Context: an optimization exercise on an open-source flow, tuned for small area and a short achievable clock period. The choices shown serve that exercise and are no tape-out recipe.
In this exercise RTL edits were held to simulation tests only and were not proved equivalent to the original.
Power is estimated from default activity; no workload was simulated.

==> flow/config.mk <==
export PLATFORM = sky130hd
export DESIGN_NAME = cpuPipeTop
export DESIGN_NICKNAME = cpuPipeTop
export VERILOG_FILES = /design/flow/design.v
export SDC_FILE = /design/flow/constraint.sdc
export NUM_CORES = 4
export LEC_CHECK = 0
export CAP_MARGIN = 20
export CORE_MARGIN = 2
export CORE_UTILIZATION = 40
export CTS_CLUSTER_DIAMETER = 80
export CTS_CLUSTER_SIZE = 25
export SETUP_SLACK_MARGIN = 2.45
export SLEW_MARGIN = 20
export TNS_END_PERCENT = 100
==> flow/constraint.sdc <==
create_clock -name core_clock -period 5.0 [get_ports {clk}]
set_input_delay 1.0000 -clock core_clock [delete_from_list [all_inputs] [get_ports {clk}]]
set_output_delay 1.0000 -clock core_clock [all_outputs]
set_load 0.01 [all_outputs]
==> flow/design.v <==
`timescale 1ns/1ps
package isaPkg;
    typedef logic [32-1:0] word_t;
    typedef logic [$clog2(32)-1:0] regIdx_t;
    typedef logic [$clog2(32)-1:0] imemAddr_t;
    typedef enum logic [5:0]
    {
        OP_RTYPE = 6'b000000,
        OP_LW    = 6'b100011
    } opcode_e;
    typedef enum logic [5:0]
    {
        FN_ADD = 6'b100000,
        FN_SUB = 6'b100010,
        FN_AND = 6'b100100,
        FN_OR  = 6'b100101,
        FN_XOR = 6'b100110
    } funct_e;
    typedef enum logic [2:0]
    {
        ALU_ADD = 3'd0,
        ALU_SUB = 3'd1,
        ALU_AND = 3'd2,
        ALU_OR  = 3'd3,
        ALU_XOR = 3'd4
    } aluOp_e;
endpackage
`timescale 1ns/1ps
module cpuPipeTop
(
    input  logic        clk,
    input  logic        rst,
    input  logic        run,
    input  logic        imemWe,
    input  logic [4:0]  imemAddr,
    input  logic [31:0] imemData,
    output logic        wbValid,
    output logic [4:0]  wbReg,
    output logic [31:0] wbData
);
    localparam int IW = 19;
    logic [IW-1:0] encWord;
    always_comb
    begin
        logic       isRType;
        logic       isLw;
        logic [2:0] op;
        logic       opOk;
        isRType = (imemData[31:26] == 6'b000000);
        isLw    = (imemData[31:26] == 6'b100011);
        opOk    = 1'b1;
        op      = 3'b000;
        case (imemData[5:0])
            6'b100000: op = 3'b000;
            6'b100010: op = 3'b001;
            6'b100100: op = 3'b010;
            6'b100101: op = 3'b011;
            6'b100110: op = 3'b100;
            default:   opOk = 1'b0;
        endcase
        if (isLw)
            encWord = {1'b1, imemData[25:16], 1'b0, imemData[6:0]};
        else if (isRType && opOk)
            encWord = {1'b0, imemData[25:16], op, imemData[15:11]};
        else
            encWord = {1'b1, {(IW-1){1'b0}}};
    end
    logic [31:0]         pcSel;
    logic [31:0][IW-1:0] imem;
    logic [IW-1:0]       fetchWord;
    logic [IW-1:0]       ir;
    logic                dValid;
    always_ff @(posedge clk)
    begin
        if (rst)
            pcSel <= 32'd1 << 25;
        else if (run)
            pcSel <= {pcSel[30:0], pcSel[31]};
    end
    for (genvar i = 0; i < 32; i++)
    begin : gImem
        always_ff @(posedge clk)
        begin
            if (imemWe && (imemAddr == i))
                imem[i] <= encWord;
        end
    end
    always_comb
    begin
        fetchWord = '0;
        for (int i = 0; i < 32; i++)
            fetchWord = fetchWord | (imem[i] & {IW{pcSel[i]}});
    end
    always_ff @(posedge clk)
    begin
        if (rst)
            dValid <= 1'b0;
        else
            dValid <= run;
    end
    always_ff @(posedge clk)
        ir <= fetchWord;
    logic [31:1][31:0] regs;
    logic [31:1]       written;
    logic [31:1]       wrSel;
    logic [31:1]       writtenNext;
    for (genvar i = 1; i < 32; i++)
    begin : gRegs
        assign wrSel[i] = wbValid && (wbReg == i);
        assign writtenNext[i] = !rst && (written[i] || wrSel[i]);
        always_ff @(posedge clk)
        begin
            if (wrSel[i])
                regs[i] <= wbData;
        end
        always_ff @(posedge clk)
            written[i] <= writtenNext[i];
    end
    logic [31:1] selA;
    logic [31:1] selB;
    for (genvar i = 1; i < 32; i++)
    begin : gSel
        always_ff @(posedge clk)
        begin
            selA[i] <= (fetchWord[17:13] == i) && writtenNext[i];
            selB[i] <= (fetchWord[12:8] == i) && writtenNext[i];
        end
    end
    logic        isLoad;
    logic [4:0]  rs;
    logic [4:0]  rt;
    logic [4:0]  rd;
    logic [2:0]  aluOp;
    logic        fnSub;
    logic        fnAnd;
    logic        fnOr;
    logic        fnXor;
    logic [4:0]  dest;
    logic        writeEn;
    assign isLoad = ir[18];
    assign rs     = ir[17:13];
    assign rt     = ir[12:8];
    assign aluOp  = ir[7:5];
    assign rd     = ir[4:0];
    assign fnSub  = !isLoad && (aluOp == 3'b001);
    assign fnAnd  = !isLoad && (aluOp == 3'b010);
    assign fnOr   = !isLoad && (aluOp == 3'b011);
    assign fnXor  = !isLoad && (aluOp == 3'b100);
    assign dest    = isLoad ? rt : rd;
    assign writeEn = dValid && (dest != 5'd0);
    logic [31:0] rfA;
    logic [31:0] rfB;
    always_comb
    begin
        rfA = '0;
        rfB = '0;
        for (int i = 1; i < 32; i++)
        begin
            rfA = rfA | (regs[i] & {32{selA[i]}});
            rfB = rfB | (regs[i] & {32{selB[i]}});
        end
        rfA = rfA | ({3'b000, rs, 19'd0, rs} & {32{selA == '0}});
        rfB = rfB | ({3'b000, rt, 19'd0, rt} & {32{selB == '0}});
    end
    logic              e1Write;
    logic [4:0]        e1Dest;
    logic              e1Arith;
    logic [15:0]       loSum;
    logic [15:0]       loLogic;
    logic              e2Write;
    logic [4:0]        e2Dest;
    logic              e2Arith;
    logic [15:0]       e2Lo;
    logic [15:0]       hiSum;
    logic [15:0]       hiLogic;
    logic [15:0]       hi2Res;
    logic hit1A;
    logic hit1B;
    logic hit2A;
    logic hit2B;
    logic hit3A;
    logic hit3B;
    assign hit1A = e1Write && (e1Dest == rs);
    assign hit2A = e2Write && (e2Dest == rs);
    assign hit3A = wbValid && (wbReg == rs);
    assign hit1B = !isLoad && e1Write && (e1Dest == rt);
    assign hit2B = !isLoad && e2Write && (e2Dest == rt);
    assign hit3B = !isLoad && wbValid && (wbReg == rt);
    logic [15:0] aLoOld;
    logic [15:0] bLoOld;
    logic [15:0] aHiOld;
    logic [15:0] bHiOld;
    assign aLoOld = hit2A ? e2Lo : (hit3A ? wbData[15:0] : rfA[15:0]);
    assign bLoOld = hit2B ? e2Lo : (hit3B ? wbData[15:0] : rfB[15:0]);
    assign aHiOld = hit3A ? wbData[31:16] : rfA[31:16];
    assign bHiOld = isLoad ? 16'd0 : (hit3B ? wbData[31:16] : rfB[31:16]);
    logic [15:0] aLoNext;
    logic [15:0] bLoNext;
    logic [15:0] aHiNext;
    logic [15:0] bHiNext;
    logic        selSumA;
    logic        selSumBP;
    logic        selSumBN;
    logic        selHiA;
    logic        selHiB;
    assign selSumA  = hit1A && e1Arith;
    assign selSumBP = hit1B && e1Arith && !fnSub;
    assign selSumBN = hit1B && e1Arith && fnSub;
    assign selHiA   = hit2A && e2Arith;
    assign selHiB   = hit2B && e2Arith;
    always_comb
    begin
        logic [15:0] aEarly;
        logic [15:0] bEarly;
        logic [15:0] bPlain;
        aEarly = hit1A ? (e1Arith ? 16'd0 : loLogic) : aLoOld;
        bPlain = hit1B ? (e1Arith ? 16'd0 : loLogic) : bLoOld;
        bEarly = isLoad ? {9'd0, ir[6:0]} :
                 ((hit1B && e1Arith) ? 16'd0 : (bPlain ^ {16{fnSub}}));
        aLoNext = aEarly | (loSum & {16{selSumA}});
        bLoNext = bEarly | (loSum & {16{selSumBP}}) | (~loSum & {16{selSumBN}});
        aHiNext = (hit2A ? (e2Arith ? 16'd0 : hiLogic) : aHiOld)
                  | (hiSum & {16{selHiA}});
        bHiNext = (hit2B ? (e2Arith ? 16'd0 : hiLogic) : bHiOld)
                  | (hiSum & {16{selHiB}});
    end
    logic [15:0] aLo;
    logic [15:0] bLo;
    logic [15:0] aHi1;
    logic [15:0] bHi1;
    logic        fwdHiA;
    logic        fwdHiB;
    logic        e1Load;
    logic        e1Sub;
    logic        e1And;
    logic        e1Or;
    logic        e1Xor;
    always_ff @(posedge clk)
    begin
        if (rst)
            e1Write <= 1'b0;
        else
            e1Write <= writeEn;
    end
    always_ff @(posedge clk)
    begin
        e1Dest  <= dest;
        aLo     <= aLoNext;
        bLo     <= bLoNext;
        aHi1    <= aHiNext;
        bHi1    <= bHiNext;
        fwdHiA  <= hit1A;
        fwdHiB  <= hit1B;
        e1Load  <= isLoad;
        e1Sub   <= fnSub;
        e1And   <= fnAnd;
        e1Or    <= fnOr;
        e1Xor   <= fnXor;
        e1Arith <= !(fnAnd || fnOr || fnXor);
    end
    logic [17:0] loSum18;
    logic        loCarry;
    logic [4:0]  dIdx;
    logic [9:0]  dLow;
    logic [15:0] lo1Res;
    assign loSum18 = {1'b0, aLo, e1Sub} + {1'b0, bLo, e1Sub};
    assign loSum   = loSum18[16:1];
    assign loCarry = loSum18[17];
    assign loLogic = ({16{e1And}} & (aLo & bLo))
                   | ({16{e1Or}}  & (aLo | bLo))
                   | ({16{e1Xor}} & (aLo ^ bLo));
    assign lo1Res  = e1Arith ? loSum : loLogic;
    assign dIdx = loSum[6:2];
    assign dLow = {5'd0, dIdx} + {1'b0, dIdx, 4'd0};
    logic [15:0] aHi2;
    logic [15:0] bHi2;
    logic        c16;
    logic        e2And;
    logic        e2Or;
    logic        e2Xor;
    always_ff @(posedge clk)
    begin
        if (rst)
            e2Write <= 1'b0;
        else
            e2Write <= e1Write;
    end
    always_ff @(posedge clk)
    begin
        e2Dest  <= e1Dest;
        e2Lo    <= e1Load ? {6'd0, dLow} : lo1Res;
        aHi2    <= e1Load ? {6'b101000, dLow}
                 : (fwdHiA ? ((e2Arith ? 16'd0 : hiLogic) | (hiSum & {16{e2Arith}})) : aHi1);
        bHi2    <= e1Load ? 16'd0
                 : (fwdHiB ? ((e2Arith ? 16'd0 : (hiLogic ^ {16{e1Sub}}))
                              | (hiSum & {16{e2Arith && !e1Sub}})
                              | (~hiSum & {16{e2Arith && e1Sub}}))
                           : (bHi1 ^ {16{e1Sub}}));
        c16     <= !e1Load && loCarry;
        e2And   <= e1And;
        e2Or    <= e1Or;
        e2Xor   <= e1Xor;
        e2Arith <= e1Load || !(e1And || e1Or || e1Xor);
    end
    logic [17:0] hiSum18;
    assign hiSum18 = {1'b0, aHi2, c16} + {1'b0, bHi2, c16};
    assign hiSum   = hiSum18[16:1];
    assign hiLogic = ({16{e2And}} & (aHi2 & bHi2))
                   | ({16{e2Or}}  & (aHi2 | bHi2))
                   | ({16{e2Xor}} & (aHi2 ^ bHi2));
    assign hi2Res  = e2Arith ? hiSum : hiLogic;
    always_ff @(posedge clk)
    begin
        if (rst)
            wbValid <= 1'b0;
        else
            wbValid <= e2Write;
    end
    always_ff @(posedge clk)
    begin
        wbReg  <= e2Dest;
        wbData <= {hi2Res, e2Lo};
    end
endmodule
==> flow/run.sh <==
#!/bin/bash
# synth_recipe.tcl (not shown) runs the flow's synth.tcl, then flattens the netlist and writes it again
# the make line also repeats each setting of config.mk as NAME=value (left out here)
make -C /OpenROAD-flow-scripts/flow DESIGN_CONFIG=/design/flow/config.mk WORK_HOME=/design/flow/orfs CLKGATE_MAP_FILE= SYNTH_SCRIPT=/design/flow/synth_recipe.tcl finish
==> results of run 1 <==
[report_power, final]
part / internal, mW / total [mW] / leakage, nW / switching (mW)
sequential: 18.1 / 18.4 / 16.2 / 0.340
clock: 4.28 / 9.93 / 1.64 / 5.66
combinational: 1.39 / 3.52 / 11.4 / 2.13
total: 23.7 / 31.9 / 29.2 / 8.12
[logic make-up (layout without fill, tap and decap cells)]
kind of cell    Yosys count  after routing  synth area share
fa+ha+maj                68             68            0.0112
compound gates         1694           1694             0.173
other cells               0             17                 0
flops                  1920           1920             0.707
simple gates            977            990            0.0650
buf+inv                 478            910            0.0238
mux                      86             86            0.0114
xor+xnor                 73             73           0.00830
[sequential cells by signal (all words and copies together) (netlist names), 5 cells and up]
signal	count
bLo	16
imem	608
written	31
e2Lo	16
pcSel	32
regs	992
e2Dest	5
wbReg	5
aLo	16
bHi1	16
bHi2	16
ir	19
selA	31
selB	31
e1Dest	5
aHi1	16
aHi2	16
wbData	32
[stage by stage]
step | hold slack, ns | cell area (µm²)
after floorplan | 0.329 | 77300
after CTS | 0.354 | 89000
after global routing | 0.369 | 91100
after global placement | 0.339 | 82400
final | 0.358 | 91200
after detailed placement | 0.338 | 82500
[routing by layer]
layer | part of all wire | wire (µm) | up-vias | global-route usage
met2 | 0.41 | 144000 | 6427 | 0.489
met5 | 0.00096 | 336 | - | 0.00122
met3 | 0.16 | 56500 | 1793 | 0.128
met1 | 0.33 | 116000 | 29742 | 0.427
met4 | 0.093 | 32600 | 18 | 0.231
li1 | - | - | 22570 | -
[final timing paths]
check	startpoint	end	slack, ns	cells after the start
worst max register to register	selA[26]	aLo[1]	2.27	9
worst min register to register	e2Lo[6]	wbData[6]	0.36	0
worst max-delay path	selA[26]	aLo[1]	2.27	9
worst min-delay path	e2Lo[6]	wbData[6]	0.36	0
[layout by cell type, fill, tap and decap left out, drive strengths merged, types with 18 or more instances in the layout]
cell / Yosys / routed
dfxtp: 320 / 320
nor3: 87 / 87
xnor2: 42 / 42
inv: 121 / 139
a221oi: 323 / 323
nand3: 106 / 108
clkdlybuf4s50: 0 / 33
nor4: 48 / 48
mux2i: 71 / 71
a21oi: 101 / 101
o31ai: 20 / 20
o21ai: 93 / 93
clkbuf: 285 / 135
clkinv: 1 / 24
buf: 71 / 540
a211oi: 27 / 27
edfxtp: 1600 / 1600
o211ai: 24 / 24
a222oi: 66 / 66
o22ai: 18 / 18
xor2: 31 / 31
nor2: 288 / 288
a22oi: 586 / 586
nor2b: 32 / 43
ha: 66 / 66
a22o: 327 / 327
bufbuf: 0 / 18
and3: 34 / 34
nand4: 185 / 185
nand2: 110 / 110
[cell type report]
class                           count  area [µm²]  share of cell area
Clock buffer                      133        2740              0.0301
Tap cell                         2526        3160              0.0347
Inverter                          122         483             0.00530
Sequential cell                  1920       54900               0.602
Timing Repair Buffer              603        6290              0.0689
Clock inverter                     52         661             0.00725
Multi-Input combinational cell   2911       22900               0.252
Antenna cell                       17        42.5            0.000467
[what timing repair did]
action | CTS | global route
pin swaps | 53 | 62
resized for setup | 560 | 227
buffers inserted | 116 | 109
hold buffers | 0 | 0
gates cloned | 21 | 11
setup endpoints to repair | 1177 | 625
==> flow_summary.toml, run 1 <==
[outcome]
status = "no timing/DRC/antenna violations"

[floorplan]
core_area_um2 = 192000
dieArea_um2 = 196000
fp-row-count = 161
initial_utilization = 0.401
die_h_um = 443
die_w_um = 443
io_pins = 79

[detailed_routing]
antenna_left = 0
drc_errors = 0
wl_per_cell_um = 42.2
dr.first_iter.drc_count = 13502
routed_wl_um = 349000
firstDrtPassIters = 11
via_count = 60550
viasPerCell = 7.31

[worst_setup_path]
startpoint_type = "flop"
end_kind = "flop"
worstPathArrival_ns = 3.38
crit_top_cell = "a21oi_1"
worstSetupPathType = "flop to flop"
cp_max_fo = 16
crit_slowest_cell = "dfxtp_4"
critPathBufInv = 2
crit_path_max_incr_delay_ns = 0.59
critPathTopFamily = "compound AO/OA/AOI/OAI gates"
required_ns = 5.65
crit_chain = "buf_6 -> buf_4 -> nor4_1 -> nand4_1 -> nor2_4 -> a21boi_2 -> a21oi_1 -> a21oi_1 -> mux2i_1"

[cells_and_area]
area_growth_pct = 18.4
fin_util = 0.475
fin_cells = 8284
nNetsFinal = 5769
nFillCells = 16393
final_layout_size_suffix_gt1_frac = 0.210

[cts]
clk_latency_ns = 0.82
numCtsBuffers = 102
clkTransAtPathRegs_ns = 0.10
cts_max_path_buffers = 3
cts.sinks = 1920
cts_tree = "yes"
clockRootBuffer = "clkbuf_16"
cts_max_level = 3

[pwr]
p_per_area_nw_per_um2 = 350
power.total_mw = 31.9
peakVddDrop_mv = 0.291
leakage_nw = 29.2

[synth]
netlist_area_um2 = 77000
yosysUniqueCellTypes = 81
ys.warnings.count = 1
yosysTopAreaCell = "edfxtp_1"
ys.flop_type = "edfxtp_1"
yosysMostFrequentCell = "edfxtp_1"
synthArstFlopShare = 0
synth_seq_cells = 1920
ys_top_cells_by_area = "edfxtp_1, dfxtp_1, a22oi_1"
yosysSeqAreaShare = 0.707
synth_nets = 5405
avgSynthCellArea_um2 = 14.5
yosysTopAreaCellShare = 0.624
synth-edff-count = 1600
synthTopCellsByCount = "edfxtp_1, a22oi_1, a22o_1"
synthCells = 5296

[hold_path]
hp-class = "flop to flop"

[placement]
placed_cells = 7825
dpl.hpwl_um = 195000
dp_slack_ns = 1.32
io_buffer_count = 74
gp_congestion = 0.984

[global_route]
grt_max_degree = 49
antenna_found_initial = 18
grtUsageTotal = 0.341
grt_pass1_wl_um = 464000
grt_pass1_vias = 55548
grt_overflow = 0

[timing]
worst_pin_slew_ns = 1.15
fin_tns_setup_ns = 0
hold_viol = 0
finalCriticalPeriod_ns = 2.73
max_freq_mhz = 366
setup_ws_ns = 2.27
maxSlewViolCount = 0
rsz0062_at_grt = "true"
period_share = 0.546
skew_ns = 0.0574
slew-limit-headroom = 0.233
final-setup-viol-count = 0

[run]
drv_cap = 0
==> run 2, diff against run 1 <==
--- a/flow/config.mk
+++ b/flow/config.mk
@@ -6,10 +6,11 @@
 export NUM_CORES = 4
 export LEC_CHECK = 0
+export ABC_AREA = 1
 export CAP_MARGIN = 20
 export CORE_MARGIN = 2
-export CORE_UTILIZATION = 40
+export CORE_UTILIZATION = 50
 export CTS_CLUSTER_DIAMETER = 80
 export CTS_CLUSTER_SIZE = 25
-export SETUP_SLACK_MARGIN = 2.45
+export SETUP_SLACK_MARGIN = 2.5
 export SLEW_MARGIN = 20
 export TNS_END_PERCENT = 100
==> run 2 against run 1 <==
Against the previous run:
- still clean on timing, DRC and antenna
- combinational power grew 31%
- cell count is 27% higher
- global-route usage up 7.3 points
- critical path depth up 5
- worst hold slack got worse by 0.0050 ns
- clock power up 5%
- non-clock buffer count down 116
- largest cell class unchanged
==> flow_summary.toml, run 2 <==
[outcome]
status = "no timing/DRC/antenna violations"

[synth]
synthCells = 7968
ys_top_cells_by_area = "edfxtp_1, nand2_1, dfxtp_1"
yosysSeqAreaShare = 0.665
yosysUniqueCellTypes = 63
avgSynthCellArea_um2 = 10.3
synth_seq_cells = 1920
ys.warnings.count = 1
yosysTopAreaCell = "edfxtp_1"
netlist_area_um2 = 81900
yosysMostFrequentCell = "nand2_1"
yosysTopAreaCellShare = 0.586
ys.flop_type = "edfxtp_1"
synth-edff-count = 1600
synth_nets = 8077
synthArstFlopShare = 0
synthTopCellsByCount = "nand2_1, edfxtp_1, nor2_1"

[placement]
gp_congestion = 0.973
dp_slack_ns = 1.26
dpl.hpwl_um = 207000
io_buffer_count = 74
place_area_um2 = 86500

[timing]
slew-limit-headroom = 0.267
maxSlewViolCount = 0
setup_ws_ns = 2.30
worst_pin_slew_ns = 1.10
rsz0062_at_grt = "true"
max_freq_mhz = 370
skew_ns = 0.0660
final-setup-viol-count = 0
whs_ns = 0.353
period_share = 0.541
hold_viol = 0
fin_tns_setup_ns = 0
finalCriticalPeriod_ns = 2.70

[worst_setup_path]
cp_max_fo = 25
crit_top_cell = "nand2_1"
regToRegSetupSlack_ns = 2.30
crit_path_max_incr_delay_ns = 0.61
critPathTopFamily = "simple AND/OR/NAND/NOR gates"
r2r-start = "selB[5]"
end_kind = "flop"
r2r_end = "bLo[7]"
worstSetupPathType = "flop to flop"
required_ns = 5.71
startpoint_type = "flop"
crit_chain = "buf_6 -> nand2_1 -> nand2_1 -> nor2_1 -> nand2_1 -> nor3_1 -> nand2_1 -> nand2_1 -> nand2_1 -> nand2_1 -> nand2_1 -> nand2_1 -> nand3_1 -> nand2_1"
crit_slowest_cell = "dfxtp_2"
critPathBufInv = 1
worstPathArrival_ns = 3.42
rr_worst_depth = 14

[run]
drv_cap = 0

[detailed_routing]
antenna_left = 0
routed_wl_um = 353000
wl_per_cell_um = 33.6
via_count = 67024
dr.first_iter.drc_count = 11752
drc_errors = 0
viasPerCell = 6.39
firstDrtPassIters = 7

[cts]
cts_tree = "yes"
cts_max_level = 3
clk_latency_ns = 0.82
ctsHoldBuffers = 0
clockRootBuffer = "clkbuf_16"
cts.sinks = 1920
cts_max_path_buffers = 3
clkTransAtPathRegs_ns = 0.10
numCtsBuffers = 107

[global_route]
grt_overflow = 0
grt_pass1_wl_um = 481000
grt_pass1_vias = 61660
grtUsageTotal = 0.414
grt_max_degree = 47
antenna_found_initial = 16

[floorplan]
die_h_um = 409
core_area_um2 = 163000
die_w_um = 409
fp-row-count = 148
initial_utilization = 0.503
io_pins = 79
dieArea_um2 = 167000

[hold_path]
hp-start = "e2Lo[11]"
whs_path_depth = 0
hold_end = "wbData[11]"
hp-class = "flop to flop"

[cells_and_area]
design_area_um2 = 93600
final_common_cell = "nand2_1"
largest_register_ffs = 992
area_growth_pct = 14.2
seq_area_um2 = 54800
regMostFlops = "regs"
nFillCells = 13842
multiInputGateArea_um2 = 25900
final_layout_size_suffix_gt1_frac = 0.121
reg_top3 = "regs x992, imem x608"
layout_common_cells = "nand2_1, edfxtp_1, nor2_1, nand4_1, inv_1"
nNetsFinal = 8327

[pwr]
peakVddDrop_mv = 0.330
p_per_area_nw_per_um2 = 363
leakage_nw = 33.9
## run 2: power breakdown
group	switching, mW	leakage [nW]	internal (mW)
registers	0.446	16.1	18.5
clock network	5.87	1.80	4.55
logic	3.11	16.0	1.52
## run 2: cells by family after synthesis
group | count (synthesis) | share of synthesized area
multiplexers | 4 | 0.000489
buffers and inverters | 734 | 0.0368
AO/OA/AOI/OAI | 663 | 0.0554
XOR/XNOR | 31 | 0.00359
flip-flops | 1920 | 0.665
AND/OR/NAND/NOR | 4548 | 0.229
adder cells (fa/ha/maj) | 68 | 0.0106
## run 2: layout make-up
cell class,instances,area share
tap,2175,0.0291
multi-input combinational,5336,0.276
timing repair buffer,487,0.0541
clock buffer,138,0.0313
timing repair inverter,1,0.0000802
inverter,365,0.0151
clock inverter,64,0.00821
sequential,1920,0.585
antenna,7,0.000187
## run 2: how the worst max path moves through the flow
stage                      from         to  slack, ns  cells after the start
floorplan               wbValid    selB[6]       2.29                      8
global placement    imemData[1]  imem[355]       1.34                      7
detailed placement  imemData[1]   imem[86]       1.26                      7
CTS                   wbData[8]  wbData[8]       2.30                      1
global route        imemData[3]   imem[44]       2.35                      7
finish                  selB[5]     bLo[7]       2.30                     14
## run 2: metrics by stage
stage                     power (mW)  utilization  cells
final                           34.0        0.575  10493
after global routing            34.7        0.575  10486
after CTS                       33.7        0.568  10422
after detailed placement        22.8        0.531  10094
after global placement          22.7        0.530  10090
after floorplan                 20.9            -   7968
## run 2: metal layers
metal	GRT usage	part of all wire
met5	0.00632	0.00069
met2	0.612	0.43
met1	0.526	0.34
met3	0.102	0.14
met4	0.314	0.098
## run 2: worst register-to-register path, delay by kind of cell (launching register included)
kind / cells / cell delay, ns
flops: 1 / 0.61
buf+inv: 1 / 0.50
simple gates: 13 / 1.50
## run 2: timing repair
item	CTS	global route
buffers inserted	95	57
pin swaps	44	26
gates cloned	31	7
resized for setup	399	124
setup endpoints to repair	1150	735
==> run 3, diff against run 2 <==
--- a/flow/config.mk
+++ b/flow/config.mk
@@ -6,11 +6,10 @@
 export NUM_CORES = 4
 export LEC_CHECK = 0
-export ABC_AREA = 1
 export CAP_MARGIN = 20
 export CORE_MARGIN = 2
-export CORE_UTILIZATION = 50
+export CORE_UTILIZATION = 55
 export CTS_CLUSTER_DIAMETER = 80
 export CTS_CLUSTER_SIZE = 25
-export SETUP_SLACK_MARGIN = 2.5
+export SETUP_SLACK_MARGIN = 2.6
 export SLEW_MARGIN = 20
 export TNS_END_PERCENT = 100
==> run 3 against run 2 <==
Against the previous run:
- critical path depth decreased by 6
- clock-buffer cell count decreased by 5
- setup slack improved by 0.091 ns
- critical path type unchanged
==> flow_summary.toml, run 3 <==
[floorplan]
core_area_um2 = 139000
dieArea_um2 = 143000
io_pins = 79
die_h_um = 378
die_w_um = 378
initial_utilization = 0.553
fp-row-count = 137

[cells_and_area]
nFillCells = 9694
final_layout_size_suffix_gt1_frac = 0.265
reg_top3 = "regs x992, imem x608"
final_common_cell = "edfxtp_1"
area_growth_pct = 23.1
seq_area_um2 = 55000
regMostFlops = "regs"
design_area_um2 = 94800
fin_util = 0.681
layout_common_cells = "edfxtp_1, a22oi_1, buf_4, a22o_1, a221oi_1"
largest_register_ffs = 992
nNetsFinal = 6006
multiInputGateArea_um2 = 23900

[global_route]
grt_overflow = 0
antenna_found_initial = 27
grt_max_degree = 60
grt_pass1_vias = 57083
grtUsageTotal = 0.492
grt_pass1_wl_um = 474000

[cts]
clk_latency_ns = 0.79
numCtsBuffers = 100
cts_tree = "yes"
cts.sinks = 1920
ctsHoldBuffers = 0
cts_max_level = 3
cts_max_path_buffers = 3
clockRootBuffer = "clkbuf_16"
clkTransAtPathRegs_ns = 0.10

[pwr]
peakVddDrop_mv = 0.460
power.total_mw = 32.4
p_per_area_nw_per_um2 = 342
leakage_nw = 31.2

[timing]
hold_viol = 0
max_freq_mhz = 383
fin_tns_setup_ns = 0
rsz0062_at_grt = "true"
maxSlewViolCount = 0
slew-limit-headroom = 0.237
skew_ns = 0.0568
finalCriticalPeriod_ns = 2.61
final-setup-viol-count = 0
worst_pin_slew_ns = 1.14
whs_ns = 0.344
period_share = 0.523

[synth]
yosysUniqueCellTypes = 81
yosysMostFrequentCell = "edfxtp_1"
synthTopCellsByCount = "edfxtp_1, a22oi_1, a22o_1"
synth_seq_cells = 1920
synth-edff-count = 1600
yosysSeqAreaShare = 0.707
yosysTopAreaCell = "edfxtp_1"
synthArstFlopShare = 0
yosysTopAreaCellShare = 0.624
avgSynthCellArea_um2 = 14.5
ys_top_cells_by_area = "edfxtp_1, dfxtp_1, a22oi_1"
netlist_area_um2 = 77000
synthCells = 5296
ys.flop_type = "edfxtp_1"
ys.warnings.count = 1
synth_nets = 5405

[placement]
io_buffer_count = 74
dpl.hpwl_um = 199000
place_area_um2 = 81700
gp_congestion = 0.988

[hold_path]
hp-class = "flop to flop"

[detailed_routing]
routed_wl_um = 363000
firstDrtPassIters = 13
dr.first_iter.drc_count = 14744
drc_errors = 0
viasPerCell = 8.03
wl_per_cell_um = 46.1
via_count = 63166
antenna_left = 0

[outcome]
status = "no timing/DRC/antenna violations"

[worst_setup_path]
end_kind = "flop"
cp_max_fo = 7
crit_chain = "buf_12 -> a22o_1 -> a221oi_2 -> nand3_2 -> a2111oi_4 -> a211oi_2 -> o21a_1 -> o31ai_1"
startpoint_type = "flop"
required_ns = 5.67
crit_path_max_incr_delay_ns = 0.63
worstSetupPathType = "flop to flop"
crit_slowest_cell = "a2111oi_4"
worstPathArrival_ns = 3.28

[run]
drv_cap = 0
-- run 3: cell count changes in the layout (fill, tap and decap cells not counted), sizes merged, moves of 200 or more --
cell,previous run,this run
a221oi,123,323
a22o,117,327
a22oi,1,586
buf,428,772
inv,384,142
nand2,3229,110
nor2,594,288
-- run 3: critical path, delay by kind of cell, from the launching register on --
kind	cells	cell delay (ns)
AND/OR/NAND/NOR	1	0.17
AO/OA/AOI/OAI	6	1.66
flip-flops	1	0.45
buffers and inverters	1	0.21
-- run 3: stage by stage --
step,setup WS [ns],cells
after floorplan,2.08,5296
after global placement,1.15,7158
after detailed placement,1.06,7162
after CTS,2.20,7727
after global routing,2.37,7852
final,2.39,7871
-- run 3: cell families after synthesis --
logic type      after synthesis  share of synthesized area
buf+inv                     478                     0.0238
compound gates             1694                      0.173
simple gates                977                     0.0650
mux                          86                     0.0114
xor+xnor                     73                    0.00830
fa+ha+maj                    68                     0.0112
flops                      1920                      0.707
-- run 3: path summary, 6_finish.rpt --
check / cells after the start / end / slack, ns / startpoint
worst min register to register: 0 / wbData[10] / 0.34 / e2Lo[10]
worst max register to register: 8 / bLo[4] / 2.39 / selB[19]
worst min-delay path: 0 / wbData[10] / 0.34 / e2Lo[10]
worst max-delay path: 8 / bLo[4] / 2.39 / selB[19]
-- run 3: what timing repair did --
| item | CTS | global route |
|---|---|---|
| cloned | 39 | 7 |
| resized for setup | 882 | 312 |
| pin swaps | 140 | 160 |
| setup buffers | 345 | 118 |
| setup endpoints to repair | 1856 | 987 |
-- run 3: cell type report --
| class | count | area share |
|---|---|---|
| clock inverters | 48 | 0.00635 |
| diodes | 19 | 0.000502 |
| repair buffers | 841 | 0.102 |
| multi-input cells | 2911 | 0.253 |
| flip-flops and latches | 1920 | 0.580 |
| inverters | 122 | 0.00518 |
| well taps | 1876 | 0.0248 |
| clock buffers | 133 | 0.0287 |
| repair inverters | 1 | 0.0000924 |
-- run 3: report_power, final --
part / internal [mW] / switching (mW)
clock network: 4.31 / 5.54
logic: 1.76 / 2.48
registers: 18.1 / 0.254
total: 24.1 / 8.28
-- run 3: layer usage --
| metal | share of wire | GRT usage |
|---|---|---|
| met1 | 0.34 | 0.666 |
| met4 | 0.085 | 0.300 |
| met3 | 0.19 | 0.228 |
| met5 | 0.0011 | 0.00480 |
| met2 | 0.38 | 0.638 |
==> run 4, diff against run 3 <==
--- a/flow/config.mk
+++ b/flow/config.mk
@@ -8,8 +8,8 @@
 export CAP_MARGIN = 20
 export CORE_MARGIN = 2
-export CORE_UTILIZATION = 55
+export CORE_UTILIZATION = 45
 export CTS_CLUSTER_DIAMETER = 80
 export CTS_CLUSTER_SIZE = 25
-export SETUP_SLACK_MARGIN = 2.6
+export SETUP_SLACK_MARGIN = 2.2
 export SLEW_MARGIN = 20
 export TNS_END_PERCENT = 100
==> run 4 against run 3 <==
Against the previous run:
- critical endpoint is now bLo[8]
- critical path depth stayed put
- synthesized area stayed put
- register-to-register slack worse by 0.38 ns
==> flow_summary.toml, run 4 <==
[outcome]
status = "no timing/DRC/antenna violations"

[placement]
placed_cells = 7526
io_buffer_count = 74
gp_congestion = 1.00
dp_slack_ns = 1.22
dpl.hpwl_um = 196000
place_area_um2 = 82100

[synth]
yosysMostFrequentCell = "edfxtp_1"
yosysTopAreaCell = "edfxtp_1"
ys_top_cells_by_area = "edfxtp_1, dfxtp_1, a22oi_1"
synth_seq_cells = 1920
synth_nets = 5405
yosysUniqueCellTypes = 81
synthCells = 5296
netlist_area_um2 = 77000
ys.flop_type = "edfxtp_1"
synthTopCellsByCount = "edfxtp_1, a22oi_1, a22o_1"
yosysTopAreaCellShare = 0.624
synthArstFlopShare = 0
ys.warnings.count = 1
synth-edff-count = 1600
yosysSeqAreaShare = 0.707
avgSynthCellArea_um2 = 14.5

[worst_setup_path]
r2r-start = "selB[5]"
worstPathArrival_ns = 3.65
required_ns = 5.66
worstSetupPathType = "flop to flop"
cp_max_fo = 20
r2r_end = "bLo[8]"
end_kind = "flop"
regToRegSetupSlack_ns = 2.01
rr_worst_depth = 8
crit_slowest_cell = "nor3_2"
startpoint_type = "flop"
crit_chain = "buf_4 -> a22o_1 -> a221oi_1 -> nand4_1 -> nor3_2 -> o31a_1 -> or4_1 -> o211ai_1"
crit_path_max_incr_delay_ns = 0.82

[pwr]
pwr-share-clk = 0.326
internal-power_mw = 23.4
p_per_area_nw_per_um2 = 356
p_sw_frac = 0.248
peakVddDrop_mv = 0.351
power.total_mw = 31.1
p_switching_mw = 7.71
leakage_nw = 27.8
comb_power_share = 0.081
p_seq_frac = 0.593

[cells_and_area]
largest_register_ffs = 992
final_layout_size_suffix_gt1_frac = 0.151
fin_util = 0.515
final_common_cell = "edfxtp_1"
nNetsFinal = 5601
design_area_um2 = 87400
reg_top3 = "regs x992, imem x608"
fin_cells = 7799
regMostFlops = "regs"
layout_common_cells = "edfxtp_1, a22oi_1, a22o_1, a221oi_1, buf_4"
area_growth_pct = 13.5

[floorplan]
io_pins = 79
core_area_um2 = 170000
die_h_um = 418
initial_utilization = 0.454
die_w_um = 418
fp-row-count = 151
dieArea_um2 = 174000

[detailed_routing]
routed_wl_um = 338000
wl_per_cell_um = 43.4
antenna_left = 0
viasPerCell = 7.59
dr.first_iter.drc_count = 13227
via_count = 59231
firstDrtPassIters = 12
drc_errors = 0

[global_route]
grtUsageTotal = 0.377
grt_max_degree = 60
grt_overflow = 0
grt_pass1_vias = 54822
antenna_found_initial = 21
grt_pass1_wl_um = 452000

[timing]
final-setup-viol-count = 0
worst_pin_slew_ns = 1.18
setup_ws_ns = 2.01
hold_viol = 0
finalCriticalPeriod_ns = 2.99
fin_tns_setup_ns = 0
whs_ns = 0.329
max_freq_mhz = 335
maxSlewViolCount = 0
period_share = 0.598
rsz0062_at_grt = "true"
slew-limit-headroom = 0.214
skew_ns = 0.0548

[hold_path]
whs_path_depth = 0
hp-class = "flop to flop"
hp-start = "e2Lo[6]"
hold_end = "wbData[6]"

[cts]
clockRootBuffer = "clkbuf_16"
cts.sinks = 1920
numCtsBuffers = 102
ctsHoldBuffers = 0
clkTransAtPathRegs_ns = 0.10
clk_latency_ns = 0.80
cts_max_path_buffers = 3
cts_tree = "yes"
cts_max_level = 3

[run]
drv_cap = 0
-- run 4: cell counts after synthesis --
Identical to the previous run, type by type.
-- run 4: critical path: cells and delay by family, from the launching register on --
| family | cells | cell delay (ns) |
|---|---|---|
| AND/OR/NAND/NOR | 3 | 1.15 |
| AO/OA/AOI/OAI | 4 | 0.83 |
| flip-flops | 1 | 0.56 |
| buffers and inverters | 1 | 0.30 |
-- run 4: final cells by class --
cell class / instances / area [µm²]
Multi-Input combinational cell: 2903 / 21800
Tap cell: 2218 / 2780
Clock buffer: 125 / 2720
Timing Repair Buffer: 443 / 4070
Clock inverter: 54 / 806
Inverter: 122 / 480
Antenna cell: 14 / 35.0
Fill cell: 14150 / 82300
Sequential cell: 1920 / 54700
-- run 4: worst max-delay path by stage --
stage,from,to,slack [ns]
after detailed placement,imemData[1],imem[442],1.22
after CTS,wbData[25],wbData[25],1.92
after floorplan,imemData[27],imem[101],2.11
final,selB[5],bLo[8],2.01
after global placement,imemData[1],imem[442],1.31
after global routing,wbReg[2],aLo[1],2.01
-- run 4: routing by layer --
layer | global-route usage | share of wire
met5 | 0.00695 | 0.0012
met4 | 0.274 | 0.096
met3 | 0.145 | 0.16
met2 | 0.537 | 0.41
met1 | 0.467 | 0.33
-- run 4: repair_timing --
action | 4_1_cts | 5_1_grt
buffers inserted | 36 | 38
setup endpoints to repair | 508 | 455
gates resized for setup | 192 | 103
pin swaps | 16 | 16
cloned | 4 | 2
-- run 4: cell families after synthesis --
family / after synthesis / share of synthesized area
flip-flops: 1920 / 0.707
AO/OA/AOI/OAI: 1694 / 0.173
AND/OR/NAND/NOR: 977 / 0.0650
buffers and inverters: 478 / 0.0238
multiplexers: 86 / 0.0114
XOR/XNOR: 73 / 0.00830
adder cells (fa/ha/maj): 68 / 0.0112
-- run 4: power groups by stage --
stage	Sequential (mW)	Clock [mW]	Combinational (mW)
floorplan	18.9	0	0.877
global placement	18.8	0	2.16
detailed placement	18.8	0	2.19
CTS	18.5	10.1	2.37
global route	18.5	10.7	2.63
finish	18.5	10.1	2.51
==> run 5, diff against run 4 <==
--- a/flow/design.v
+++ b/flow/design.v
@@ -149,18 +149,4 @@
     assign dest    = isLoad ? rt : rd;
     assign writeEn = dValid && (dest != 5'd0);
-    logic [31:0] rfA;
-    logic [31:0] rfB;
-    always_comb
-    begin
-        rfA = '0;
-        rfB = '0;
-        for (int i = 1; i < 32; i++)
-        begin
-            rfA = rfA | (regs[i] & {32{selA[i]}});
-            rfB = rfB | (regs[i] & {32{selB[i]}});
-        end
-        rfA = rfA | ({3'b000, rs, 19'd0, rs} & {32{selA == '0}});
-        rfB = rfB | ({3'b000, rt, 19'd0, rt} & {32{selB == '0}});
-    end
     logic              e1Write;
     logic [4:0]        e1Dest;
@@ -187,41 +173,87 @@
     assign hit2B = !isLoad && e2Write && (e2Dest == rt);
     assign hit3B = !isLoad && wbValid && (wbReg == rt);
-    logic [15:0] aLoOld;
-    logic [15:0] bLoOld;
-    logic [15:0] aHiOld;
-    logic [15:0] bHiOld;
-    assign aLoOld = hit2A ? e2Lo : (hit3A ? wbData[15:0] : rfA[15:0]);
-    assign bLoOld = hit2B ? e2Lo : (hit3B ? wbData[15:0] : rfB[15:0]);
-    assign aHiOld = hit3A ? wbData[31:16] : rfA[31:16];
-    assign bHiOld = isLoad ? 16'd0 : (hit3B ? wbData[31:16] : rfB[31:16]);
-    logic [15:0] aLoNext;
-    logic [15:0] bLoNext;
-    logic [15:0] aHiNext;
-    logic [15:0] bHiNext;
+    logic        anyA;
+    logic        anyB;
+    logic [31:1] selAe;
+    logic [31:1] selBe;
+    logic        initAe;
+    logic        initBe;
+    logic        s2A;
+    logic        s3A;
+    logic        s2B;
+    logic        s3B;
     logic        selSumA;
     logic        selSumBP;
     logic        selSumBN;
+    logic        selLogA;
+    logic        selLogB;
     logic        selHiA;
+    logic        selHiLogA;
     logic        selHiB;
+    logic        selHiLogB;
+    logic        s3HiA;
+    logic        s3HiB;
+    assign anyA   = hit1A || hit2A || hit3A;
+    assign anyB   = isLoad || hit1B || hit2B || hit3B;
+    assign selAe  = selA & {31{!anyA}};
+    assign selBe  = selB & {31{!anyB}};
+    assign initAe = (selA == '0) && !anyA;
+    assign initBe = (selB == '0) && !anyB;
+    assign s2A    = hit2A && !hit1A;
+    assign s3A    = hit3A && !hit1A && !hit2A;
+    assign s2B    = hit2B && !hit1B;
+    assign s3B    = hit3B && !hit1B && !hit2B;
     assign selSumA  = hit1A && e1Arith;
+    assign selLogA  = hit1A && !e1Arith;
     assign selSumBP = hit1B && e1Arith && !fnSub;
     assign selSumBN = hit1B && e1Arith && fnSub;
-    assign selHiA   = hit2A && e2Arith;
-    assign selHiB   = hit2B && e2Arith;
+    assign selLogB  = hit1B && !e1Arith;
+    assign selHiA    = hit2A && e2Arith;
+    assign selHiLogA = hit2A && !e2Arith;
+    assign s3HiA     = hit3A && !hit2A;
+    assign selHiB    = hit2B && e2Arith;
+    assign selHiLogB = hit2B && !e2Arith;
+    assign s3HiB     = hit3B && !hit2B;
+    logic [31:0] rdA;
+    logic [31:0] rdB;
+    logic [31:1] selAh;
+    logic [31:1] selBh;
+    assign selAh = selA & {31{!(hit2A || hit3A)}};
+    assign selBh = selB & {31{!(isLoad || hit2B || hit3B)}};
+    always_comb
+    begin
+        rdA = '0;
+        rdB = '0;
+        for (int i = 1; i < 32; i++)
+        begin
+            rdA[15:0]  = rdA[15:0]  | (regs[i][15:0]  & {16{selAe[i]}});
+            rdB[15:0]  = rdB[15:0]  | (regs[i][15:0]  & {16{selBe[i]}});
+            rdA[31:16] = rdA[31:16] | (regs[i][31:16] & {16{selAh[i]}});
+            rdB[31:16] = rdB[31:16] | (regs[i][31:16] & {16{selBh[i]}});
+        end
+        rdA[15:0]  = rdA[15:0]  | ({11'd0, rs} & {16{initAe}});
+        rdB[15:0]  = rdB[15:0]  | ({11'd0, rt} & {16{initBe}});
+        rdA[31:16] = rdA[31:16] | ({3'd0, rs, 8'd0} & {16{(selA == '0) && !(hit2A || hit3A)}});
+        rdB[31:16] = rdB[31:16] | ({3'd0, rt, 8'd0} & {16{(selB == '0) && !(isLoad || hit2B || hit3B)}});
+    end
+    logic [15:0] aLoNext;
+    logic [15:0] bLoNext;
+    logic [15:0] aHiNext;
+    logic [15:0] bHiNext;
     always_comb
     begin
-        logic [15:0] aEarly;
-        logic [15:0] bEarly;
-        logic [15:0] bPlain;
-        aEarly = hit1A ? (e1Arith ? 16'd0 : loLogic) : aLoOld;
-        bPlain = hit1B ? (e1Arith ? 16'd0 : loLogic) : bLoOld;
-        bEarly = isLoad ? {9'd0, ir[6:0]} :
-                 ((hit1B && e1Arith) ? 16'd0 : (bPlain ^ {16{fnSub}}));
-        aLoNext = aEarly | (loSum & {16{selSumA}});
-        bLoNext = bEarly | (loSum & {16{selSumBP}}) | (~loSum & {16{selSumBN}});
-        aHiNext = (hit2A ? (e2Arith ? 16'd0 : hiLogic) : aHiOld)
-                  | (hiSum & {16{selHiA}});
-        bHiNext = (hit2B ? (e2Arith ? 16'd0 : hiLogic) : bHiOld)
-                  | (hiSum & {16{selHiB}});
+        logic [15:0] bOld;
+        aLoNext = rdA[15:0]
+                | (e2Lo & {16{s2A}}) | (wbData[15:0] & {16{s3A}})
+                | (loLogic & {16{selLogA}}) | (loSum & {16{selSumA}});
+        bOld    = rdB[15:0]
+                | (e2Lo & {16{s2B}}) | (wbData[15:0] & {16{s3B}})
+                | (loLogic & {16{selLogB}});
+        bLoNext = (isLoad ? {9'd0, ir[6:0]} : ((bOld ^ {16{fnSub}}) & {16{!(hit1B && e1Arith)}}))
+                | (loSum & {16{selSumBP}}) | (~loSum & {16{selSumBN}});
+        aHiNext = rdA[31:16] | (wbData[31:16] & {16{s3HiA}})
+                | (hiLogic & {16{selHiLogA}}) | (hiSum & {16{selHiA}});
+        bHiNext = rdB[31:16] | (wbData[31:16] & {16{s3HiB}})
+                | (hiLogic & {16{selHiLogB}}) | (hiSum & {16{selHiB}});
     end
     logic [15:0] aLo;
--- a/flow/config.mk
+++ b/flow/config.mk
@@ -6,10 +6,11 @@
 export NUM_CORES = 4
 export LEC_CHECK = 0
+export ABC_AREA = 1
 export CAP_MARGIN = 20
 export CORE_MARGIN = 2
-export CORE_UTILIZATION = 45
+export CORE_UTILIZATION = 50
 export CTS_CLUSTER_DIAMETER = 80
 export CTS_CLUSTER_SIZE = 25
-export SETUP_SLACK_MARGIN = 2.2
+export SETUP_SLACK_MARGIN = 2.55
 export SLEW_MARGIN = 20
 export TNS_END_PERCENT = 100
==> run 5 against run 4 <==
Against the previous run:
- still clean
- combinational power up 130%
- fmax up 2.6%
- largest power group unchanged
- clock power up 4%
- die area down 3.1%
- synthesized area up 7.6%
- highest routed layer unchanged
- register-to-register slack better by 0.08 ns
- via count up 28%
==> flow_summary.toml, run 5 <==
[worst_setup_path]
crit_chain = "xor2_2 -> nor3_4 -> nand2_4 -> buf_12 -> clkinvlp_4 -> nor2_1 -> buf_6 -> nand2_1 -> nand4_1 -> nor2_1 -> nand2_1 -> nor2_1 -> buf_4 -> nand3_2"
critPathTopFamily = "simple AND/OR/NAND/NOR gates"
worstPathArrival_ns = 3.58
cp_max_fo = 7
rr_worst_depth = 14
crit_top_cell = "nor2_1"
end_kind = "flop"
crit_path_max_incr_delay_ns = 0.50
crit_slowest_cell = "nand4_1"
critPathBufInv = 4
required_ns = 5.67
worstSetupPathType = "flop to flop"
cp.depth = 14
startpoint_type = "flop"
regToRegSetupSlack_ns = 2.09

[global_route]
grt_pass1_wl_um = 572000
grt_pass1_vias = 67501
grtUsageTotal = 0.503
grt_max_degree = 42
antenna_found_initial = 32
grt_overflow = 0

[timing]
max_freq_mhz = 343
rsz0062_at_grt = "true"
final-setup-viol-count = 0
fin_tns_setup_ns = 0
hold_viol = 0
worst_pin_slew_ns = 1.05
slew-limit-headroom = 0.302
maxSlewViolCount = 0
skew_ns = 0.0434
period_share = 0.583
finalCriticalPeriod_ns = 2.91

[synth]
synthTopCellsByCount = "nand2_1, edfxtp_1, nor2_1"
synthArstFlopShare = 0
ys_top_cells_by_area = "edfxtp_1, nand2_1, dfxtp_1"
ys.warnings.count = 1
yosysSeqAreaShare = 0.657
synth_seq_cells = 1920
ys.flop_type = "edfxtp_1"
yosysUniqueCellTypes = 55
avgSynthCellArea_um2 = 10.3
synth-edff-count = 1600
netlist_area_um2 = 82800
yosysTopAreaCell = "edfxtp_1"
yosysTopAreaCellShare = 0.580
synth_nets = 8166
yosysMostFrequentCell = "nand2_1"
synthCells = 8057

[cts]
clkTransAtPathRegs_ns = 0.10
clockRootBuffer = "clkbuf_16"
ctsHoldBuffers = 0
cts.sinks = 1920
cts_max_path_buffers = 3
cts_max_level = 3
numCtsBuffers = 108
cts_tree = "yes"
clk_latency_ns = 0.81

[pwr]
p_switching_mw = 10.0
p_sw_frac = 0.286
peakVddDrop_mv = 0.509
power.total_mw = 35.0
p_seq_frac = 0.537
pwr-share-clk = 0.300
comb_power_share = 0.163
internal-power_mw = 25.0
leakage_nw = 40.5
p_per_area_nw_per_um2 = 326

[detailed_routing]
drc_errors = 0
firstDrtPassIters = 14
wl_per_cell_um = 38.5
top_layer = "met5"
wl_met1_um = 145000
viasPerCell = 6.66
met3_wirelength_um = 77200
routed_wl_um = 438000
route.met2.wl_um = 176000
dr.first_iter.drc_count = 15248
via_count = 75756
antenna_left = 0

[floorplan]
io_pins = 79
die_h_um = 411
fp-row-count = 149
dieArea_um2 = 169000
die_w_um = 411
core_area_um2 = 165000
initial_utilization = 0.503

[run]
drv_cap = 0

[cells_and_area]
final_common_cell = "nand2_1"
reg_top3 = "regs x992, imem x608"
final_layout_size_suffix_gt1_frac = 0.254
nFillCells = 12886
layout_common_cells = "nand2_1, edfxtp_1, inv_1, nor2_1, buf_4"
regMostFlops = "regs"
nNetsFinal = 9174
area_growth_pct = 29.5
largest_register_ffs = 992

[placement]
dpl.hpwl_um = 271000
gp_congestion = 1.08
io_buffer_count = 74

[hold_path]
hp-class = "flop to flop"
whs_path_depth = 0

[outcome]
status = "no timing/DRC/antenna violations"
run 5: logic make-up (layout without fill, tap and decap cells):
| logic type | after synthesis | in the layout | share of synthesized area |
|---|---|---|---|
| fa+ha+maj | 68 | 68 | 0.0105 |
| flops | 1920 | 1920 | 0.657 |
| compound gates | 1024 | 1028 | 0.0813 |
| simple gates | 4033 | 4050 | 0.200 |
| other cells | 0 | 32 | 0 |
| buf+inv | 973 | 2049 | 0.0467 |
| mux | 10 | 10 | 0.00121 |
| xor+xnor | 29 | 29 | 0.00307 |
run 5: power by group through the flow:
stage          registers, mW  logic, mW  clock network, mW
5_1_grt                 18.8       5.84               10.9
3_5_place_dp            19.2       3.52                  0
2_1_floorplan           19.4       1.43                  0
4_1_cts                 18.7       5.09               10.4
3_3_place_gp            19.2       3.46                  0
6_report                18.8       5.70               10.5
run 5: cell type report:
type	count	area, µm²	area share
flip-flops and latches	1920	54700	0.510
multi-input cells	5185	29600	0.276
clock inverters	66	802	0.00748
well taps	2189	2740	0.0255
repair buffers	1140	13600	0.127
diodes	32	80.1	0.000747
inverters	710	2890	0.0269
clock buffers	133	2860	0.0267
run 5: final timing paths:
kind | from | to
worst min-delay path | e2Lo[15] | wbData[15]
worst min register to register | e2Lo[15] | wbData[15]
worst max register to register | ir[17] | aLo[7]
worst max-delay path | ir[17] | aLo[7]
run 5: per-layer routing:
layer | vias up | global-route usage
li1 | 29958 | -
met1 | 36153 | 0.619
met2 | 7580 | 0.702
met3 | 2029 | 0.239
met4 | 36 | 0.332
met5 | - | 0.00678
run 5: timing repair:
item                       in CTS  in global routing
setup buffers                 458                164
setup endpoints to repair    1562                824
resized for setup            1468                510
gates cloned                   61                  9
pin swaps                     387                367
hold endpoints to repair        0                  0
run 5: metrics by stage:
step	cells	cell area (µm²)	setup WS [ns]	hold WS (ns)	util
floorplan	8057	83100	2.10	0.326	-
global placement	10450	88900	0.982	0.350	0.540
detailed placement	10452	89000	0.973	0.352	0.540
CTS	11170	103000	2.25	0.366	0.627
global route	11344	107000	2.06	0.373	0.650
finish	11375	107000	2.09	0.368	0.651

-- separate check: timing with driven ports --
The flow's constraints put no driver on any port. The routed layouts listed below were extracted and timed again, unchanged, in two steps.
Step 1 sets driving cells, clkbuf_16 on the clock port and buf_2 on the other inputs (assumed; they add their load-dependent delay and slew).
Step 2 times the ports against the registers' clock, not the clock port: input delays grow and output delays shrink by t, the midpoint of the rising clock arrivals with the driver on.
Slacks: ideal / step 1 / step 2; pairs: ideal / step 1.
run | t, ns | slack for setup (ns) | clock arrival spread, ns | pins driven straight from the clock port
run 1 | 0.878 | 2.270 / 2.270 / 1.620 | 0.066 / 0.066 | 1
run 2 | 0.873 | 2.297 / 2.297 / 1.646 | 0.074 / 0.073 | 1
run 3 | 0.841 | 2.388 / 2.388 / 1.825 | 0.060 / 0.060 | 1
run 4 | 0.868 | 2.011 / 2.011 / 1.286 | 0.066 / 0.066 | 1
run 5 | 0.876 | 2.087 / 2.087 / 1.729 | 0.051 / 0.050 | 1
After both steps every run listed still meets setup and hold. The setup slack of run 4, which loses most, moves by 0.000 ns with the drivers and by -0.725 ns with both steps.
